This design comes from an exercise in tuning for small area and few clock cycles per item on the open sky130 flow, not from production work.
The RTL was checked by simulation tests, not by an equivalence proof against the original design.

==> flow/design.v (outline; a module is shown in full before it is edited, if it fits) <==
// module dct8c_ctrl: 21 lines
// module dct8_column_fixed_point: 5219 lines
// module dct8c_fa: 11 lines
module dct8_column_fixed_point
(
    input  logic                aclk,
    input  logic                aresetn,
    input  logic                s_valid,
    output logic                s_ready,
    input  logic signed [15:0]  s_sample_0,
    input  logic signed [15:0]  s_sample_1,
    input  logic signed [15:0]  s_sample_2,
    input  logic signed [15:0]  s_sample_3,
    input  logic signed [15:0]  s_sample_4,
    input  logic signed [15:0]  s_sample_5,
    input  logic signed [15:0]  s_sample_6,
    input  logic signed [15:0]  s_sample_7,
    output logic                m_valid,
    input  logic                m_ready,
    output logic signed [18:0]  m_coef_0,
    output logic signed [17:0]  m_coef_1,
    output logic signed [17:0]  m_coef_2,
    output logic signed [17:0]  m_coef_3,
    output logic signed [18:0]  m_coef_4,
    output logic signed [17:0]  m_coef_5,
    output logic signed [17:0]  m_coef_6,
    output logic signed [17:0]  m_coef_7
);
  // ...
==> flow/run.sh <==
#!/bin/bash
# synth_recipe.tcl (not shown) runs the flow's synth.tcl, then flattens the netlist and writes it again
# the make line also repeats each setting of config.mk as NAME=value (left out here)
make -C /OpenROAD-flow-scripts/flow DESIGN_CONFIG=/design/flow/config.mk WORK_HOME=/design/flow/orfs CLKGATE_MAP_FILE= SYNTH_SCRIPT=/design/flow/synth_recipe.tcl finish
==> flow/config.mk <==
export PLATFORM = sky130hd
export DESIGN_NAME = dct8_column_fixed_point
export DESIGN_NICKNAME = dct8_column_fixed_point
export VERILOG_FILES = /design/flow/design.v
export SDC_FILE = /design/flow/constraint.sdc
export NUM_CORES = 4
export LEC_CHECK = 0
export CAP_MARGIN = 20
export CORE_MARGIN = 2
export CORE_UTILIZATION = 60
export CTS_CLUSTER_DIAMETER = 110
export CTS_CLUSTER_SIZE = 28
export PLACE_DENSITY = 0.72
export SLEW_MARGIN = 20
export SYNTH_HIERARCHICAL = 1
==> flow/constraint.sdc <==
create_clock -name core_clock -period 7.5 [get_ports {aclk}]
set_input_delay 1.5000 -clock core_clock [delete_from_list [all_inputs] [get_ports {aclk}]]
set_output_delay 1.5000 -clock core_clock [all_outputs]
set_load 0.01 [all_outputs]
==> metrics.cfg, run 1 <==
[outcome]
status = timing/DRC/antenna clean

[layout]
n_fill_cell = 5659
signal_buffers = 482
multi_input_area_share_pct = 68.0
regMostFlops = c4_r2
seqCellArea_um2 = 8030

[setup_path]
worstSetupStartpoint = oq1_r2[11]
critical-path-top-delay-family = adder cells
worstPathCellList = fa_1 -> fa_1 -> fa_1 -> fa_1 -> fa_1 -> ha_4 -> a211oi_2 -> o211ai_1 -> a2111oi_2 -> buf_4 -> nor3_1 -> buf_4 -> o21ai_4 -> a211oi_2 -> o21ai_1 -> o31a_1 -> dlygate4sd2_1

[floorplan]
die_w_um = 281

[timing]
slew_violations = 0
post-route-min-period_ns = 7.33
hold-worst-slack_ns = 0.466
fin_worst_skew_ns = 0.0396

[routing]
wl_um = 107000
met2WireLength_um = 52300
vias = 29144
first_pass_iters = 5
route.detailed.drc = 0
top_layer_used = met5
antenna_left = 0
met3_length_um = 7300

[placement]
place_inst = 5255
hpwlAfterDp_um = 91800

[synthesis]
syn_area_um2 = 46200
yosys-top-cells-area = fa_1, ha_1, edfxtp_1
yosysMostFrequentCell = fa_1
yosysUniqueCellTypes = 68
synth-adder-area-share_pct = 60.3

[cts]
clockRootBuffer = clkbuf_16
cts-buffers-inserted = 15

[global_routing]
grt_pass1_vias = 31339

Testbench counts, summed over its fixed seeds: cycles 32,016, columns 32,000.
==> run 2: changes to the inputs <==
--- a/flow/config.mk
+++ b/flow/config.mk
@@ -8,8 +8,7 @@
 export CAP_MARGIN = 20
 export CORE_MARGIN = 2
-export CORE_UTILIZATION = 60
+export CORE_UTILIZATION = 54
 export CTS_CLUSTER_DIAMETER = 110
 export CTS_CLUSTER_SIZE = 28
-export PLACE_DENSITY = 0.72
 export SLEW_MARGIN = 20
 export SYNTH_HIERARCHICAL = 1
==> run 2 against run 1 <==
Net effect: clock-buffer cell count shrank 2; sequential share of layout area shrank 0.096 points; via count shrank 1.3%; die area grew 11%; clock skew shrank 0.016 ns; cell count grew 2.4%; critical path depth is the same; critical path type unchanged; critical endpoint is now m_coef_3[11]; largest cell class unchanged.
==> metrics.cfg, run 2 <==
[synthesis]
yosysSeqAreaShare_pct = 17.4  ; unchanged
synth_top_flop_cell = edfxtp_1  ; unchanged
synthArstFlopShare_pct = 0  ; unchanged
yosysUniqueCellTypes = 68  ; unchanged
netlist_instances = 3785  ; unchanged
synth_top_area_share_pct = 42.8  ; unchanged
syn_avg_cell_area_um2 = 12.2  ; unchanged
yosysMostFrequentCell = fa_1  ; unchanged
yosys_warnings = 8  ; unchanged
yosys-top-cells-count = fa_1, inv_1, ha_1, edfxtp_1, a21oi_1  ; unchanged
synth-edff-count = 266  ; unchanged
syn_area_um2 = 46200  ; unchanged
synth_top_cell_by_area = fa_1  ; unchanged
yosys-top-cells-area = fa_1, ha_1, edfxtp_1  ; unchanged
ys_seq_elements = 268  ; unchanged

[timing]
slew_violations = 0  ; unchanged
post-route-min-period_ns = 7.32  ; was 7.33 ns
setup-violations-final = 0  ; unchanged
fin_worst_skew_ns = 0.0232  ; was 0.0396 ns
relSlewSlack_pct = 40.2  ; was 35.4%
hold_viol = 0  ; unchanged
fmax_mhz = 137  ; was 136 MHz
max_slew.worst_pin.slew_ns = 0.897  ; was 0.968 ns
finalCritPeriodShare_pct = 97.6  ; was 97.7%

[routing]
first_pass_iters = 6  ; was 5
wl_um = 109000  ; was 107000 µm
post_drt_wl_per_cell_um = 19.9  ; about the same
route.detailed.drc = 0  ; unchanged
vias_per_cell = 5.25  ; was 5.44
antenna_left = 0  ; unchanged
vias = 28756  ; was 29144
drt_iter0_markers = 1234  ; was 1474

[cts]
clk_latency_ns = 0.55  ; was 0.54 ns
cts_tree = done  ; unchanged
cts_num_sinks = 268  ; unchanged
clockBufferDepth = 3  ; unchanged
cts.clk_slew.worst_paths_ns = 0.10  ; was 0.11 ns
clockRootBuffer = clkbuf_16  ; unchanged
cts_max_level = 1  ; unchanged
cts-buffers-inserted = 16  ; was 15

[global_routing]
grt_overflow_total = 0  ; unchanged
grt_pass1_wl_um = 172000  ; was 169000 µm
antenna_found_initial = 12  ; was 17
track_usage_pct = 25.9  ; was 28.1%
grt_max_degree = 136  ; was 78
grt_pass1_vias = 31157  ; was 31339

[setup_path]
crit_path_end_kind = primary output  ; unchanged
crit_type = register to primary output  ; unchanged
worstSetupStartpoint = os0_r2[9]  ; was oq1_r2[11]
crit_end = m_coef_3[11]  ; was m_coef_1[15]
reg2reg_slack_ns = 0.37  ; was 0.33 ns
startpoint_type = register  ; unchanged
r2r_end = os0_r2[15]  ; unchanged
reg2reg_depth = 22  ; was 25
r2r_start = sa_r1[12]  ; unchanged
critical_path_required_ns = 6.00  ; about the same
path_max_fanout = 6  ; was 3
crit_arrival_ns = 5.82  ; was 5.83 ns

[placement]
io_buffer_count = 279  ; unchanged
place_inst = 5391  ; was 5255
hpwlAfterDp_um = 93700  ; was 91800 µm
routabilityCongestion = 0.899  ; was 0.883

[layout]
regMostFlops = c4_r2  ; unchanged
drive_gt1_share_pct = 7.54  ; was 7.00%
fin_cells = 5480  ; was 5353
mostFrequentLayoutCells = fa_1, inv_1, ha_1, edfxtp_1, clkdlybuf4s50_1  ; unchanged
finalNetCount = 6090  ; was 6074
fin_util_pct = 62.4  ; was 69.2%
largest_register_ffs = 19  ; unchanged
synthToLayoutAreaGrowth_pct = 14.8  ; was 14.1%
layout_commonest_cell = fa_1  ; unchanged

[floorplan]
initial_utilization_pct = 54.3  ; was 60.7%
die-height_um = 296  ; was 281 µm
die_w_um = 296  ; was 281 µm
placementRows = 107  ; was 101
coreArea_um2 = 85000  ; was 76100 µm²
die_area_um2 = 87900  ; was 79200 µm²
io_pins = 280  ; unchanged

[outcome]
status = timing/DRC/antenna clean  ; unchanged

[worst_hold_path]
hold_class = register to register  ; unchanged

[job]
maxCapViolCount = 0  ; unchanged

==> run 2: cell counts after synthesis <==
Identical to the previous run, type by type.
==> run 2: worst min-delay path by stage <==
stage                       start       endpoint  slack (ns)  cells past startpoint
floorplan           u_ctrl.valid1  u_ctrl.valid1        0.44                      2
global placement    u_ctrl.valid1  u_ctrl.valid1        0.45                      2
detailed placement  u_ctrl.valid1  u_ctrl.valid1        0.46                      2
CTS                 u_ctrl.valid1  u_ctrl.valid1        0.47                      2
global route        u_ctrl.valid1  u_ctrl.valid1        0.50                      2
finish              u_ctrl.valid1  u_ctrl.valid1        0.47                      2
==> run 2: routing by layer <==
layer | routed length (µm) | vias up | part of all wire [%] | track usage, %
met3 | 5830 | 107 | 5.4 | 4.08
met1 | 46400 | 14789 | 43 | 35.1
met2 | 54400 | 511 | 50 | 44.8
met5 | 117 | - | 0.11 | 0
met4 | 2140 | 20 | 2.0 | 4.96
li1 | - | 13329 | - | -
==> run 2: cells by family (layout without fill, tap and decap cells) <==
kind of cell | count (synthesis) | after routing | share of synthesized area, %
DFF | 268 | 268 | 17.4
and+or+nand+nor | 382 | 382 | 4.04
other | 1 | 46 | 0.00812
xor gates and xnor gates | 242 | 242 | 4.59
muxes | 3 | 3 | 0.0650
AOI/OAI and AO/OA | 527 | 527 | 7.66
adders and majority gates | 1634 | 1634 | 60.3
buffers and inverters | 728 | 1234 | 5.93
==> run 2: through the flow <==
step                hold WS [ns]  area, µm²  TNS (ns)  setup slack [ns]
finish                     0.469      53000         0             0.180
global route               0.499      53000    -0.305           -0.0647
CTS                        0.473      52700   -0.0122          -0.00705
detailed placement         0.458      51700   -0.0276           -0.0276
global placement           0.449      51700         0            0.0682
floorplan                  0.438      46300         0             0.743
==> run 2: Yosys stat by module, one instance, submodules excluded <==
module,flip-flops and latches,cells inside,cell area [µm²],times used
dct8c_fa,0,1,20.0,775
dct8_column_fixed_point,266,3002,30600,1
dct8c_ctrl,2,8,82.6,1
==> run 2: area by class of cell <==
| class | count | area (µm²) |
|---|---|---|
| antenna | 2 | 5.00 |
| clock buffer | 16 | 400 |
| clock inverter | 12 | 166 |
| fill | 6974 | 32000 |
| inverter | 709 | 2670 |
| multi-input combinational | 2832 | 35800 |
| sequential | 268 | 8030 |
| tap | 1144 | 1430 |
| timing repair buffer | 497 | 4490 |
==> run 2: critical path: stages (launching register included) <==
cell and delay, ns:
edfxtp_1 0.46, buf_4 0.18, fa_1 0.51, fa_1 0.58, fa_1 0.43, fa_1 0.53, fa_2 0.43, ha_1 0.23
a21o_1 0.21, a21oi_4 0.19, nand2_1 0.07, o31a_1 0.28, a21o_1 0.19, and2_1 0.17, o21a_1 0.18, or2_1 0.22
xor2_1 0.13, dlygate4sd2_1 0.28
==> run 2: repair_timing <==
action                     in CTS  in global routing
hold buffers                    0                  0
pin swaps                       9                 26
setup endpoints to repair      35                 48
setup buffers                  47                 12
gates resized for setup        57                 61
==> run 3: changes to the inputs <==
--- a/flow/config.mk
+++ b/flow/config.mk
@@ -8,5 +8,5 @@
 export CAP_MARGIN = 20
 export CORE_MARGIN = 2
-export CORE_UTILIZATION = 54
+export CORE_UTILIZATION = 66
 export CTS_CLUSTER_DIAMETER = 110
 export CTS_CLUSTER_SIZE = 28
==> run 3 against run 2 <==
Net effect: critical path depth is 2 higher; still clean; maximum frequency is 0.26% lower; global-route usage up 4.9 points; die area down 18%; critical endpoint is now m_coef_1[14]; clock-buffer cell count decreased by 1.
==> metrics.cfg, run 3 <==
[outcome]
status = timing/DRC/antenna clean  ; unchanged

[global_routing]
grt_pass1_vias = 31443  ; was 31157
met2_usage_pct = 52.9  ; was 44.8%
track_usage_pct = 30.8  ; was 25.9%
antenna_found_initial = 12  ; unchanged
grt_max_degree = 147  ; was 136
grtUsageMet3_pct = 3.11  ; was 4.08%
grt.busiest_layer = met2  ; unchanged
grt_pass1_wl_um = 169000  ; was 172000 µm
grt_overflow_total = 0  ; unchanged
grtUsageMet1_pct = 41.9  ; was 35.1%

[synthesis]
synth-adder-area-share_pct = 60.3  ; unchanged
syn_area_um2 = 46200  ; unchanged
yosysMostFrequentCell = fa_1  ; unchanged
synth_top_cell_by_area = fa_1  ; unchanged
synth_top_family_by_area = adder cells  ; unchanged
yosys-top-cells-area = fa_1, ha_1, edfxtp_1  ; unchanged
yosys-top-cells-count = fa_1, inv_1, ha_1, edfxtp_1, a21oi_1  ; unchanged
synth_top_flop_cell = edfxtp_1  ; unchanged
ys_seq_elements = 268  ; unchanged
syn_avg_cell_area_um2 = 12.2  ; unchanged
yosysSeqAreaShare_pct = 17.4  ; unchanged
yosysUniqueCellTypes = 68  ; unchanged
yosys.area_share.simple_pct = 4.04  ; unchanged
yosys_warnings = 8  ; unchanged
synth.mux.area_fraction_pct = 0.0650  ; unchanged
synthArstFlopShare_pct = 0  ; unchanged
synth_xor_area_share_pct = 4.59  ; unchanged
netlist_instances = 3785  ; unchanged
synth_top_area_share_pct = 42.8  ; unchanged
synth-edff-count = 266  ; unchanged
synth-compound-area-share_pct = 7.66  ; unchanged

[timing]
fmax_mhz = 136  ; was 137 MHz
hold_viol = 0  ; unchanged
max_slew.worst_pin.slew_ns = 0.939  ; was 0.897 ns
setup-violations-final = 0  ; unchanged
finalCritPeriodShare_pct = 97.8  ; was 97.6%
fin_worst_skew_ns = 0.0323  ; was 0.0232 ns
slew_violations = 0  ; unchanged
rsz0062_at_grt = yes
fin_ws_ns = 0.161  ; was 0.180 ns
relSlewSlack_pct = 37.4  ; was 40.2%
hold-worst-slack_ns = 0.465  ; was 0.469 ns
post-route-min-period_ns = 7.34  ; was 7.32 ns

[layout]
fin_util_pct = 76.1  ; was 62.4%
synthToLayoutAreaGrowth_pct = 13.6  ; was 14.8%
layout_commonest_cell = fa_1  ; unchanged
regMostFlops = c4_r2  ; unchanged
mostFrequentLayoutCells = fa_1, inv_1, ha_1, edfxtp_1, clkdlybuf4s50_1  ; unchanged
drive_gt1_share_pct = 6.83  ; was 7.54%
largest_register_ffs = 19  ; unchanged
finalNetCount = 6064  ; was 6090
fin_cells = 5242  ; was 5480

[floorplan]
initial_utilization_pct = 67.0  ; was 54.3%
die_area_um2 = 72100  ; was 87900 µm²
die-height_um = 268  ; was 296 µm
placementRows = 96  ; was 107
io_pins = 280  ; unchanged
die_w_um = 268  ; was 296 µm
coreArea_um2 = 68900  ; was 85000 µm²

[cts]
clockBufferDepth = 3  ; unchanged
cts_tree = done  ; unchanged
cts_num_sinks = 268  ; unchanged
cts_max_level = 1  ; unchanged
clockRootBuffer = clkbuf_16  ; unchanged
cts-buffers-inserted = 15  ; was 16
cts.clk_slew.worst_paths_ns = 0.10  ; about the same
clk_latency_ns = 0.54  ; was 0.55 ns

[placement]
dpl_worst_slack_ns = -0.291  ; was -0.0276 ns
place_inst = 5144  ; was 5391
hpwlAfterDp_um = 91300  ; was 93700 µm
io_buffer_count = 279  ; unchanged
routabilityCongestion = 0.929  ; was 0.899

[routing]
antenna_left = 0  ; unchanged
wl_um = 106000  ; was 109000 µm
drt_iter0_markers = 1584  ; was 1234
route.detailed.drc = 0  ; unchanged
first_pass_iters = 7  ; was 6
post_drt_wl_per_cell_um = 20.2  ; was 19.9 µm
vias = 29218  ; was 28756
vias_per_cell = 5.57  ; was 5.25

[setup_path]
r2r_start = sa_r1[12]  ; unchanged
startpoint_type = register  ; unchanged
path_max_fanout = 3  ; was 6
worstSetupStartpoint = oq1_r2[10]  ; was os0_r2[9]
critical_path_required_ns = 6.00  ; about the same
crit_path_end_kind = primary output  ; unchanged
crit_type = register to primary output  ; unchanged
crit_arrival_ns = 5.84  ; was 5.82 ns

[worst_hold_path]
hold_class = register to register  ; unchanged
worst_hold_startpoint = u_ctrl.valid1  ; unchanged

[job]
maxCapViolCount = 0  ; unchanged

## run 3: final cells by class
class,instances,area [µm²]
antenna,9,22.5
clock inverter,6,77.6
sequential,268,8030
multi-input combinational,2832,35800
clock buffer,15,375
fill,4768,16500
inverter,709,2670
timing repair buffer,472,4300
tap,931,1160
## run 3: what timing repair did
item / 4_1_cts / 5_1_grt
pin swaps: 3 / 18
setup endpoints to repair: 37 / 55
buffers inserted: 54 / 14
hold buffers: 0 / 0
resized for setup: 41 / 67
## run 3: worst max-delay path: stages (launching register included)
cell and delay, ns:
edfxtp_1 0.40, buf_4 0.16, fa_1 0.50, fa_1 0.54, fa_1 0.44, fa_2 0.60
fa_1 0.42, ha_2 0.21, a211oi_2 0.22, o211ai_1 0.19, a2111oi_2 0.39, buf_4 0.19
nor3_4 0.05, o21ai_2 0.21, buf_4 0.15, buf_4 0.09, a21oi_1 0.05, nor2_1 0.17
nor2_1 0.06, dlygate4sd2_1 0.29
## run 3: kinds of logic (layout without fill, tap and decap cells)
kind of cell,Yosys count,in the layout
fa+ha+maj,1634,1634
buf+inv,728,1202
compound gates,527,527
simple gates,382,382
flops,268,268
xor+xnor,242,242
mux,3,3
other cells,1,53
## run 3: worst paths after layout
path                            depth (start not counted)  slack, ns             to
worst max-delay path                                   19       0.16   m_coef_1[14]
worst min-delay path                                    2       0.47  u_ctrl.valid1
worst max register to register                         22       0.28     os0_r2[15]
worst min register to register                          2       0.47  u_ctrl.valid1
## run 3: stage by stage
step	cell area, µm²	TNS [ns]
final	52400	0
after global routing	52400	-0.0855
after CTS	52100	-0.163
after detailed placement	51200	-0.499
after global placement	51200	-0.0122
after floorplan	46300	0
## run 3: per-module statistics from Yosys (local to each module, per instance)
module	times used	cell area, µm²	cells	flops+latches
dct8c_ctrl	1	82.6	8	2
dct8c_fa	775	20.0	1	0
dct8_column_fixed_point	1	30600	3002	266
## run 3: routing by layer
metal | part of all wire [%] | wire length, µm
met1 | 41 | 43100
met2 | 51 | 53600
met3 | 5.0 | 5280
met4 | 3.5 | 3740
met5 | 0.043 | 46
==> run 4: changes to the inputs <==
--- a/flow/config.mk
+++ b/flow/config.mk
@@ -6,7 +6,8 @@
 export NUM_CORES = 4
 export LEC_CHECK = 0
+export ABC_CLOCK_PERIOD_IN_PS = 6000
 export CAP_MARGIN = 20
 export CORE_MARGIN = 2
-export CORE_UTILIZATION = 66
+export CORE_UTILIZATION = 60
 export CTS_CLUSTER_DIAMETER = 110
 export CTS_CLUSTER_SIZE = 28
==> run 4 against run 3 <==
Net effect: hold slack improved by 0.0059 ns; largest cell class unchanged; still clean; critical path depth decreased by 3; non-clock buffer count decreased by 16.
==> metrics.cfg, run 4 <==
[synthesis]
yosysMostFrequentCell = fa_1  ; unchanged
syn_area_um2 = 46200  ; unchanged
yosys_warnings = 8  ; unchanged
synth_top_flop_cell = edfxtp_1  ; unchanged
synth_top_area_share_pct = 42.8  ; unchanged
synthArstFlopShare_pct = 0  ; unchanged
syn_avg_cell_area_um2 = 12.2  ; unchanged
synth_top_cell_by_area = fa_1  ; unchanged
synth-edff-count = 266  ; unchanged
ys_seq_elements = 268  ; unchanged
yosysSeqAreaShare_pct = 17.4  ; unchanged
yosys-top-cells-count = fa_1, inv_1, ha_1, edfxtp_1, a21oi_1  ; unchanged
yosys-top-cells-area = fa_1, ha_1, edfxtp_1  ; unchanged
yosysUniqueCellTypes = 68  ; unchanged
netlist_instances = 3785  ; unchanged

[setup_path]
path_max_fanout = 9  ; was 3
critical_path_required_ns = 6.00  ; about the same
startpoint_type = register  ; unchanged
reg2reg_depth = 22  ; unchanged
crit_end = m_coef_7[10]  ; was m_coef_1[14]
r2r_start = sa_r1[12]  ; unchanged
crit_arrival_ns = 5.93  ; was 5.84 ns
reg2reg_slack_ns = 0.37  ; was 0.28 ns
worstSetupStartpoint = oq1_r2[10]  ; unchanged
r2r_end = os0_r2[15]  ; unchanged
crit_path_end_kind = primary output  ; unchanged
crit_type = register to primary output  ; unchanged

[placement]
routabilityCongestion = 0.882  ; was 0.929
hpwlAfterDp_um = 91600  ; was 91300 µm
dpl_worst_slack_ns = -0.0534  ; was -0.291 ns
io_buffer_count = 279  ; unchanged

[layout]
layout_commonest_cell = fa_1  ; unchanged
largest_register_ffs = 19  ; unchanged
regMostFlops = c4_r2  ; unchanged
seqCellArea_um2 = 8030  ; unchanged
mostFrequentLayoutCells = fa_1, inv_1, ha_1, edfxtp_1, clkdlybuf4s50_1  ; unchanged
synthToLayoutAreaGrowth_pct = 13.9  ; was 13.6%
fin_util_pct = 69.1  ; was 76.1%
multi_input_area_um2 = 35900  ; was 35800 µm²
drive_gt1_share_pct = 6.64  ; was 6.83%
finalNetCount = 6049  ; was 6064
n_fill_cell = 5797  ; was 4768

[timing]
post-route-min-period_ns = 7.43  ; was 7.34 ns
finalCritPeriodShare_pct = 99.1  ; was 97.8%
setup-violations-final = 0  ; unchanged
fmax_mhz = 135  ; was 136 MHz
max_slew.worst_pin.slew_ns = 0.889  ; was 0.939 ns
fin_worst_skew_ns = 0.0413  ; was 0.0323 ns
setup_tns_ns = 0  ; unchanged
fin_ws_ns = 0.0654  ; was 0.161 ns
relSlewSlack_pct = 40.7  ; was 37.4%
hold_viol = 0  ; unchanged
slew_violations = 0  ; unchanged
rsz0062_at_grt = yes  ; unchanged

[cts]
cts.clk_slew.worst_paths_ns = 0.09  ; was 0.10 ns
clk_latency_ns = 0.56  ; was 0.54 ns
cts_tree = done  ; unchanged
clockRootBuffer = clkbuf_16  ; unchanged
cts_max_level = 1  ; unchanged
cts_num_sinks = 268  ; unchanged
clockBufferDepth = 3  ; unchanged
cts-buffers-inserted = 16  ; was 15

[floorplan]
placementRows = 101  ; was 96
die_area_um2 = 79200  ; was 72100 µm²
initial_utilization_pct = 60.7  ; was 67.0%
coreArea_um2 = 76100  ; was 68900 µm²
io_pins = 280  ; unchanged
die-height_um = 281  ; was 268 µm
die_w_um = 281  ; was 268 µm

[global_routing]
grt_pass1_vias = 31321  ; was 31443
grt_overflow_total = 0  ; unchanged
antenna_found_initial = 10  ; was 12
grt_max_degree = 144  ; was 147
track_usage_pct = 28.1  ; was 30.8%
grt_pass1_wl_um = 169000  ; about the same

[routing]
vias_per_cell = 5.42  ; was 5.57
post_drt_wl_per_cell_um = 20.0  ; was 20.2 µm
antenna_left = 0  ; unchanged
route.detailed.drc = 0  ; unchanged
first_pass_iters = 5  ; was 7
vias = 28834  ; was 29218
wl_um = 106000  ; about the same
drt_iter0_markers = 1457  ; was 1584

[job]
maxCapViolCount = 0  ; unchanged

[worst_hold_path]
hold_class = register to register  ; unchanged

[outcome]
status = timing/DRC/antenna clean  ; unchanged

[run 4: cell counts after synthesis]
Identical to the previous run, type by type.
[run 4: worst min-delay path by stage]
stage / startpoint / end / slack [ns] / depth (start not counted)
floorplan: u_ctrl.valid1 / u_ctrl.valid1 / 0.44 / 2
global placement: u_ctrl.valid1 / u_ctrl.valid1 / 0.45 / 2
detailed placement: u_ctrl.valid1 / u_ctrl.valid / 0.46 / 1
CTS: u_ctrl.valid1 / u_ctrl.valid1 / 0.48 / 2
global route: u_ctrl.valid1 / u_ctrl.valid1 / 0.49 / 2
finish: u_ctrl.valid1 / u_ctrl.valid1 / 0.47 / 2
[run 4: stage by stage]
stage,cell area (µm²),hold slack (ns),instances
2_1_floorplan,46300,0.438,3828
3_3_place_gp,51300,0.454,5239
3_5_place_dp,51300,0.456,5239
4_1_cts,52300,0.476,5305
5_1_grt,52600,0.487,5321
6_report,52600,0.471,5324
[run 4: area by class of cell]
class                      instances  area share (%)
antenna                            3          0.0143
clock buffer                      17           0.809
clock inverter                     9           0.214
inverter                         709            5.07
multi-input combinational       2832            68.2
sequential                       268            15.3
tap                             1030            2.45
timing repair buffer             456            7.99
[run 4: modules after synthesis, one instance, submodules excluded]
module	flip-flops and latches	cells inside
dct8_column_fixed_point	266	3002
dct8c_ctrl	2	8
dct8c_fa	0	1
[run 4: critical path, stage by stage (launching register included)]
cell and delay (ns):
edfxtp_1 0.43, buf_4 0.17, buf_4 0.20, fa_1 0.49
fa_1 0.59, fa_1 0.46, fa_1 0.53, fa_1 0.49
ha_1 0.32, o21a_1 0.12, nor2_1 0.05, o31a_1 0.32
buf_4 0.16, o21ai_2 0.16, a21o_1 0.17, xor2_1 0.17
clkdlybuf4s50_1 0.57
[run 4: layer usage]
metal | vias up | part of all wire (%) | GRT usage [%]
li1 | 13260 | - | -
met1 | 14802 | 41 | 37.5
met2 | 607 | 50 | 48.3
met3 | 155 | 5.3 | 4.16
met4 | 10 | 3.1 | 7.87
met5 | - | 0.059 | 0
[run 4: timing repair]
action                     4_1_cts  5_1_grt
gates resized for setup         52       63
setup buffers                   40       16
hold buffers                     0        0
pin swaps                        8       18
setup endpoints to repair       39       45
[run 4: cell families (layout without fill, tap and decap cells)]
logic type      count (synthesis)  after routing  share of synthesized area [%]
fa+ha+maj                    1634           1634                           60.3
buf+inv                       728           1191                           5.93
compound gates                527            527                           7.66
simple gates                  382            382                           4.04
flops                         268            268                           17.4
xor+xnor                      242            242                           4.59
mux                             3              3                         0.0650
other cells                     1             47                        0.00812
==> run 5: changes to the inputs <==
--- a/flow/config.mk
+++ b/flow/config.mk
@@ -6,5 +6,4 @@
 export NUM_CORES = 4
 export LEC_CHECK = 0
-export ABC_CLOCK_PERIOD_IN_PS = 6000
 export CAP_MARGIN = 20
 export CORE_MARGIN = 2
==> run 5 against run 4 <==
Net effect: first-iteration DRC count unchanged; largest cell class unchanged; design area is the same; global-route usage did not move; die area is the same; clock skew did not move; still clean on timing, DRC and antenna; via count did not move; critical endpoint unchanged; clock-buffer cell count did not move; flip-flop and latch count stayed put; synthesized area did not move; routed wire length did not move; register-to-register slack about the same.
==> metrics.cfg, run 5 <==
[timing]
finalCritPeriodShare_pct = 99.1  ; unchanged
hold_viol = 0  ; unchanged
fmax_mhz = 135  ; unchanged
max_slew.worst_pin.slew_ns = 0.889  ; unchanged
relSlewSlack_pct = 40.7  ; unchanged
setup_tns_ns = 0  ; unchanged
slew_violations = 0  ; unchanged
setup-violations-final = 0  ; unchanged
fin_worst_skew_ns = 0.0413  ; unchanged
post-route-min-period_ns = 7.43  ; unchanged
rsz0062_at_grt = yes  ; unchanged

[synthesis]
yosysMostFrequentCell = fa_1  ; unchanged
yosys-top-cells-area = fa_1, ha_1, edfxtp_1  ; unchanged
synth_top_flop_cell = edfxtp_1  ; unchanged
synth_top_area_share_pct = 42.8  ; unchanged
synthArstFlopShare_pct = 0  ; unchanged
yosysSeqAreaShare_pct = 17.4  ; unchanged
yosys_warnings = 8  ; unchanged
synth-edff-count = 266  ; unchanged
syn_area_um2 = 46200  ; unchanged
ys_seq_elements = 268  ; unchanged
yosysUniqueCellTypes = 68  ; unchanged
netlist_instances = 3785  ; unchanged
syn_avg_cell_area_um2 = 12.2  ; unchanged
synth_top_cell_by_area = fa_1  ; unchanged
yosys-top-cells-count = fa_1, inv_1, ha_1, edfxtp_1, a21oi_1  ; unchanged

[floorplan]
die_w_um = 281  ; unchanged
die_area_um2 = 79200  ; unchanged
coreArea_um2 = 76100  ; unchanged
initial_utilization_pct = 60.7  ; unchanged
die-height_um = 281  ; unchanged
placementRows = 101  ; unchanged
io_pins = 280  ; unchanged

[layout]
largest_register_ffs = 19  ; unchanged
mostFrequentLayoutCells = fa_1, inv_1, ha_1, edfxtp_1, clkdlybuf4s50_1  ; unchanged
regMostFlops = c4_r2  ; unchanged
layout_commonest_cell = fa_1  ; unchanged
drive_gt1_share_pct = 6.64  ; unchanged
n_fill_cell = 5797  ; unchanged
finalNetCount = 6049  ; unchanged
fin_util_pct = 69.1  ; unchanged
fin_cells = 5324  ; unchanged
synthToLayoutAreaGrowth_pct = 13.9  ; unchanged

[setup_path]
path_max_fanout = 9  ; unchanged
crit_type = register to primary output  ; unchanged
crit_path_end_kind = primary output  ; unchanged
crit_arrival_ns = 5.93  ; about the same
startpoint_type = register  ; unchanged
critical_path_required_ns = 6.00  ; about the same

[routing]
route.detailed.drc = 0  ; unchanged
post_drt_wl_per_cell_um = 20.0  ; unchanged
vias = 28834  ; unchanged
drt_iter0_markers = 1457  ; unchanged
wl_um = 106000  ; unchanged
vias_per_cell = 5.42  ; unchanged
first_pass_iters = 5  ; unchanged
antenna_left = 0  ; unchanged

[global_routing]
track_usage_pct = 28.1  ; unchanged
grtUsageMet1_pct = 37.5  ; unchanged
antenna_found_initial = 10  ; unchanged
grt_overflow_total = 0  ; unchanged
grt_pass1_wl_um = 169000  ; unchanged
grtUsageMet3_pct = 4.16  ; unchanged
grt_max_degree = 144  ; unchanged
grt.busiest_layer = met2  ; unchanged
grt_pass1_vias = 31321  ; unchanged
met2_usage_pct = 48.3  ; unchanged

[cts]
cts-buffers-inserted = 16  ; unchanged
clockBufferDepth = 3  ; unchanged
cts.clk_slew.worst_paths_ns = 0.09  ; about the same
cts_num_sinks = 268  ; unchanged
clk_latency_ns = 0.56  ; about the same
clockRootBuffer = clkbuf_16  ; unchanged
cts_max_level = 1  ; unchanged
cts_tree = done  ; unchanged

[job]
maxCapViolCount = 0  ; unchanged

[placement]
routabilityCongestion = 0.882  ; unchanged
hpwlAfterDp_um = 91600  ; unchanged
io_buffer_count = 279  ; unchanged
place_inst = 5239  ; unchanged

[outcome]
status = timing/DRC/antenna clean  ; unchanged

[worst_hold_path]
hold_class = register to register  ; unchanged

## run 5: kinds of logic (layout without fill, tap and decap cells)
group	after synthesis	after routing	synth area share (%)
other cells	1	47	0.00812
compound gates	527	527	7.66
flops	268	268	17.4
xor+xnor	242	242	4.59
fa+ha+maj	1634	1634	60.3
buf+inv	728	1191	5.93
simple gates	382	382	4.04
mux	3	3	0.0650
## run 5: timing repair
item                       CTS  global route
hold buffers                 0             0
setup endpoints to repair   39            45
resized for setup           52            63
buffers inserted            40            16
pin swaps                    8            18
## run 5: per-module statistics from Yosys (local to each module, per instance)
module	copies in the design	flip-flops and latches	cells	cell area [µm²]
dct8c_fa	775	0	1	20.0
dct8c_ctrl	1	2	8	82.6
dct8_column_fixed_point	1	266	3002	30600
## run 5: per-stage QoR
stage | hold WS (ns) | setup slack (ns) | area [µm²]
after floorplan | 0.438 | 0.743 | 46300
after global placement | 0.454 | 0.00834 | 51300
after detailed placement | 0.456 | -0.0534 | 51300
after CTS | 0.476 | 0.00119 | 52300
after global routing | 0.487 | -0.184 | 52600
final | 0.471 | 0.0654 | 52600
## run 5: metal layers
metal  share of wire (%)  vias up
met5               0.059        -
met4                 3.1       10
met3                 5.3      155
met2                  50      607
met1                  41    14802
li1                    -    13260
## run 5: layout make-up
type | count | area [µm²] | area share [%]
Clock inverter | 9 | 113 | 0.214
Tap cell | 1030 | 1290 | 2.45
Antenna cell | 3 | 7.51 | 0.0143
Timing Repair Buffer | 456 | 4200 | 7.99
Inverter | 709 | 2670 | 5.07
Clock buffer | 17 | 425 | 0.809
Sequential cell | 268 | 8030 | 15.3
Multi-Input combinational cell | 2832 | 35900 | 68.2
## run 5: worst paths after layout
check                 from  slack (ns)  cells after the start       endpoint
max             oq1_r2[10]        0.07                     16   m_coef_7[10]
min          u_ctrl.valid1        0.47                      2  u_ctrl.valid1
max reg2reg      sa_r1[12]        0.37                     22     os0_r2[15]
min reg2reg  u_ctrl.valid1        0.47                      2  u_ctrl.valid1
## run 5: worst max-delay path: stages (launching register included)
cell and delay (ns):
edfxtp_1 0.43, buf_4 0.17, buf_4 0.20, fa_1 0.49, fa_1 0.59, fa_1 0.46
fa_1 0.53, fa_1 0.49, ha_1 0.32, o21a_1 0.12, nor2_1 0.05, o31a_1 0.32
buf_4 0.16, o21ai_2 0.16, a21o_1 0.17, xor2_1 0.17, clkdlybuf4s50_1 0.57
==> run 6: changes to the inputs <==
--- a/flow/config.mk
+++ b/flow/config.mk
@@ -6,4 +6,5 @@
 export NUM_CORES = 4
 export LEC_CHECK = 0
+export ABC_CLOCK_PERIOD_IN_PS = 10000
 export CAP_MARGIN = 20
 export CORE_MARGIN = 2
==> run 6 against run 5 <==
Net effect: synthesized area stayed put; global-route usage stayed put; non-clock buffer count stayed put; still clean on timing, DRC and antenna; critical path type unchanged; cell count stayed put; die area stayed put; hold slack stayed put.
==> metrics.cfg, run 6 <==
[global_routing]
antenna_found_initial = 10  ; unchanged
grt_pass1_vias = 31321  ; unchanged
grt_pass1_wl_um = 169000  ; unchanged
grt_overflow_total = 0  ; unchanged
grt_max_degree = 144  ; unchanged
track_usage_pct = 28.1  ; unchanged

[synthesis]
synth.mux.area_fraction_pct = 0.0650  ; unchanged
yosysMostFrequentCell = fa_1  ; unchanged
synth-compound-area-share_pct = 7.66  ; unchanged
synth_xor_area_share_pct = 4.59  ; unchanged
yosys.area_share.simple_pct = 4.04  ; unchanged
synth-adder-area-share_pct = 60.3  ; unchanged
yosys-top-cells-count = fa_1, inv_1, ha_1, edfxtp_1, a21oi_1  ; unchanged
synthArstFlopShare_pct = 0  ; unchanged
ys_seq_elements = 268  ; unchanged
yosys-top-cells-area = fa_1, ha_1, edfxtp_1  ; unchanged
syn_avg_cell_area_um2 = 12.2  ; unchanged
yosysUniqueCellTypes = 68  ; unchanged
yosysSeqAreaShare_pct = 17.4  ; unchanged
synth_top_cell_by_area = fa_1  ; unchanged
netlist_instances = 3785  ; unchanged
synth_top_family_by_area = adder cells  ; unchanged
yosys_warnings = 8  ; unchanged
syn_area_um2 = 46200  ; unchanged
synth-edff-count = 266  ; unchanged
synth_top_area_share_pct = 42.8  ; unchanged
synth_top_flop_cell = edfxtp_1  ; unchanged

[timing]
fin_worst_skew_ns = 0.0413  ; unchanged
setup-violations-final = 0  ; unchanged
max_slew.worst_pin.slew_ns = 0.889  ; unchanged
fmax_mhz = 135  ; unchanged
rsz0062_at_grt = yes  ; unchanged
post-route-min-period_ns = 7.43  ; unchanged
relSlewSlack_pct = 40.7  ; unchanged
hold_viol = 0  ; unchanged
slew_violations = 0  ; unchanged
finalCritPeriodShare_pct = 99.1  ; unchanged

[routing]
antenna_left = 0  ; unchanged
first_pass_iters = 5  ; unchanged
vias_per_cell = 5.42  ; unchanged
drt_iter0_markers = 1457  ; unchanged
wl_um = 106000  ; unchanged
route.detailed.drc = 0  ; unchanged
vias = 28834  ; unchanged
post_drt_wl_per_cell_um = 20.0  ; unchanged

[setup_path]
startpoint_type = register  ; unchanged
crit_path_max_incr_delay_ns = 0.59  ; about the same
critical_path_required_ns = 6.00  ; about the same
worst_path_most_repeated_cell = fa_1  ; unchanged
slowest_stage = fa_1  ; unchanged
crit_arrival_ns = 5.93  ; about the same
path_max_fanout = 9  ; unchanged
crit_type = register to primary output  ; unchanged
worstPathCellList = buf_4 -> buf_4 -> fa_1 -> fa_1 -> fa_1 -> fa_1 -> fa_1 -> ha_1 -> o21a_1 -> nor2_1 -> o31a_1 -> buf_4 -> o21ai_2 -> a21o_1 -> xor2_1 -> clkdlybuf4s50_1  ; unchanged
crit_path_end_kind = primary output  ; unchanged

[layout]
largest_register_ffs = 19  ; unchanged
regMostFlops = c4_r2  ; unchanged
finalNetCount = 6049  ; unchanged
layout_commonest_cell = fa_1  ; unchanged
drive_gt1_share_pct = 6.64  ; unchanged
mostFrequentLayoutCells = fa_1, inv_1, ha_1, edfxtp_1, clkdlybuf4s50_1  ; unchanged
final_area_um2 = 52600  ; unchanged
synthToLayoutAreaGrowth_pct = 13.9  ; unchanged
fin_util_pct = 69.1  ; unchanged

[cts]
cts_tree = done  ; unchanged
clk_latency_ns = 0.56  ; about the same
cts_num_sinks = 268  ; unchanged
clockBufferDepth = 3  ; unchanged
cts.clk_slew.worst_paths_ns = 0.09  ; about the same
holdBufCountCts = 0  ; unchanged
cts_max_level = 1  ; unchanged
clockRootBuffer = clkbuf_16  ; unchanged
cts-buffers-inserted = 16  ; unchanged

[floorplan]
initial_utilization_pct = 60.7  ; unchanged
die_w_um = 281  ; unchanged
io_pins = 280  ; unchanged
die_area_um2 = 79200  ; unchanged
coreArea_um2 = 76100  ; unchanged
die-height_um = 281  ; unchanged
placementRows = 101  ; unchanged

[placement]
routabilityCongestion = 0.882  ; unchanged
hpwlAfterDp_um = 91600  ; unchanged
placed_cell_area_um2 = 51300  ; unchanged
io_buffer_count = 279  ; unchanged

[outcome]
status = timing/DRC/antenna clean  ; unchanged

[worst_hold_path]
hold_class = register to register  ; unchanged

[job]
maxCapViolCount = 0  ; unchanged

-- run 6: cell counts in the layout (fill, tap and decap cells not counted) --
Identical to the previous run, type by type.
-- run 6: per-module statistics from Yosys (local to each module, per instance) --
module	cell area [µm²]	cells inside
dct8_column_fixed_point	30600	3002
dct8c_ctrl	82.6	8
dct8c_fa	20.0	1
-- run 6: logic make-up (layout without fill, tap and decap cells) --
family          after synthesis  in the layout
fa+ha+maj                  1634           1634
buf+inv                     728           1191
compound gates              527            527
simple gates                382            382
flops                       268            268
xor+xnor                    242            242
mux                           3              3
other cells                   1             47
-- run 6: final cells by class --
class | count | area, µm²
clock buffers | 17 | 425
inverters | 709 | 2670
diodes | 3 | 7.51
flip-flops and latches | 268 | 8030
multi-input cells | 2832 | 35900
repair buffers | 456 | 4200
clock inverters | 9 | 113
well taps | 1030 | 1290
fillers | 5797 | 23500
-- run 6: layer usage --
layer | up-vias | wire, µm | share of wire [%] | GRT usage, %
met2 | 607 | 53500 | 50 | 48.3
met5 | - | 63 | 0.059 | 0
met4 | 10 | 3330 | 3.1 | 7.87
met3 | 155 | 5680 | 5.3 | 4.16
li1 | 13260 | - | - | -
met1 | 14802 | 43900 | 41 | 37.5
-- run 6: path summary, 6_finish.rpt --
check | slack (ns) | from | cells after the start | end
worst max-delay path | 0.07 | oq1_r2[10] | 16 | m_coef_7[10]
worst min-delay path | 0.47 | u_ctrl.valid1 | 2 | u_ctrl.valid1
worst max register to register | 0.37 | sa_r1[12] | 22 | os0_r2[15]
worst min register to register | 0.47 | u_ctrl.valid1 | 2 | u_ctrl.valid1
-- run 6: through the flow --
step | cells | worst slack (ns) | hold slack [ns] | TNS [ns]
after CTS | 5305 | 0.00119 | 0.476 | 0
after floorplan | 3828 | 0.743 | 0.438 | 0
after global routing | 5321 | -0.184 | 0.487 | -0.272
final | 5324 | 0.0654 | 0.471 | 0
after global placement | 5239 | 0.00834 | 0.454 | 0
after detailed placement | 5239 | -0.0534 | 0.456 | -0.0534
-- run 6: repair_timing --
item | in CTS | in global routing
buffers inserted | 40 | 16
pin swaps | 8 | 18
gates resized for setup | 52 | 63
setup endpoints to repair | 39 | 45
-- run 6: worst max-delay path, delay by kind of cell, from the launching register on --
family	cells	cell delay (ns)
compound gates	4	0.77
flops	1	0.43
buf+inv	4	1.10
xor+xnor	1	0.17
fa+ha+maj	6	2.88
simple gates	1	0.05

afterwards: timing with drivers on the ports:
How much do the figures lean on ideal ports? The routed layouts below were timed once more, with nothing changed but the port constraints. Step 1 sets driving cells, clkbuf_16 on the clock port and buf_2 on the other inputs (assumed; they add their load-dependent delay and slew). Step 2 moves the port delays by t, midway between the first and last clock arrival at a register: inputs arrive t later, outputs are due t later. That takes back most of the time a late clock gives input paths. Slacks: ideal ports / drivers / drivers and shift; pairs: ideal ports / drivers.
run | t, ns | slack for setup (ns) | latest minus earliest clock arrival (ns)
run 1 | 0.582 | 0.170 / 0.109 / -0.010 | 0.040 / 0.040
run 2 | 0.610 | 0.180 / 0.114 / -0.093 | 0.025 / 0.026
run 3 | 0.589 | 0.161 / 0.098 / -0.176 | 0.034 / 0.034
run 4 | 0.605 | 0.065 / 0.004 / -0.098 | 0.042 / 0.042
run 5 | 0.605 | 0.065 / 0.004 / -0.098 | 0.042 / 0.042
run 6 | 0.605 | 0.065 / 0.004 / -0.098 | 0.042 / 0.042
Met with ideal ports but missed after step 2: setup timing in every run listed. For run 3, which loses most, drivers alone change the setup slack by -0.063 ns; drivers and shift together by -0.337 ns.
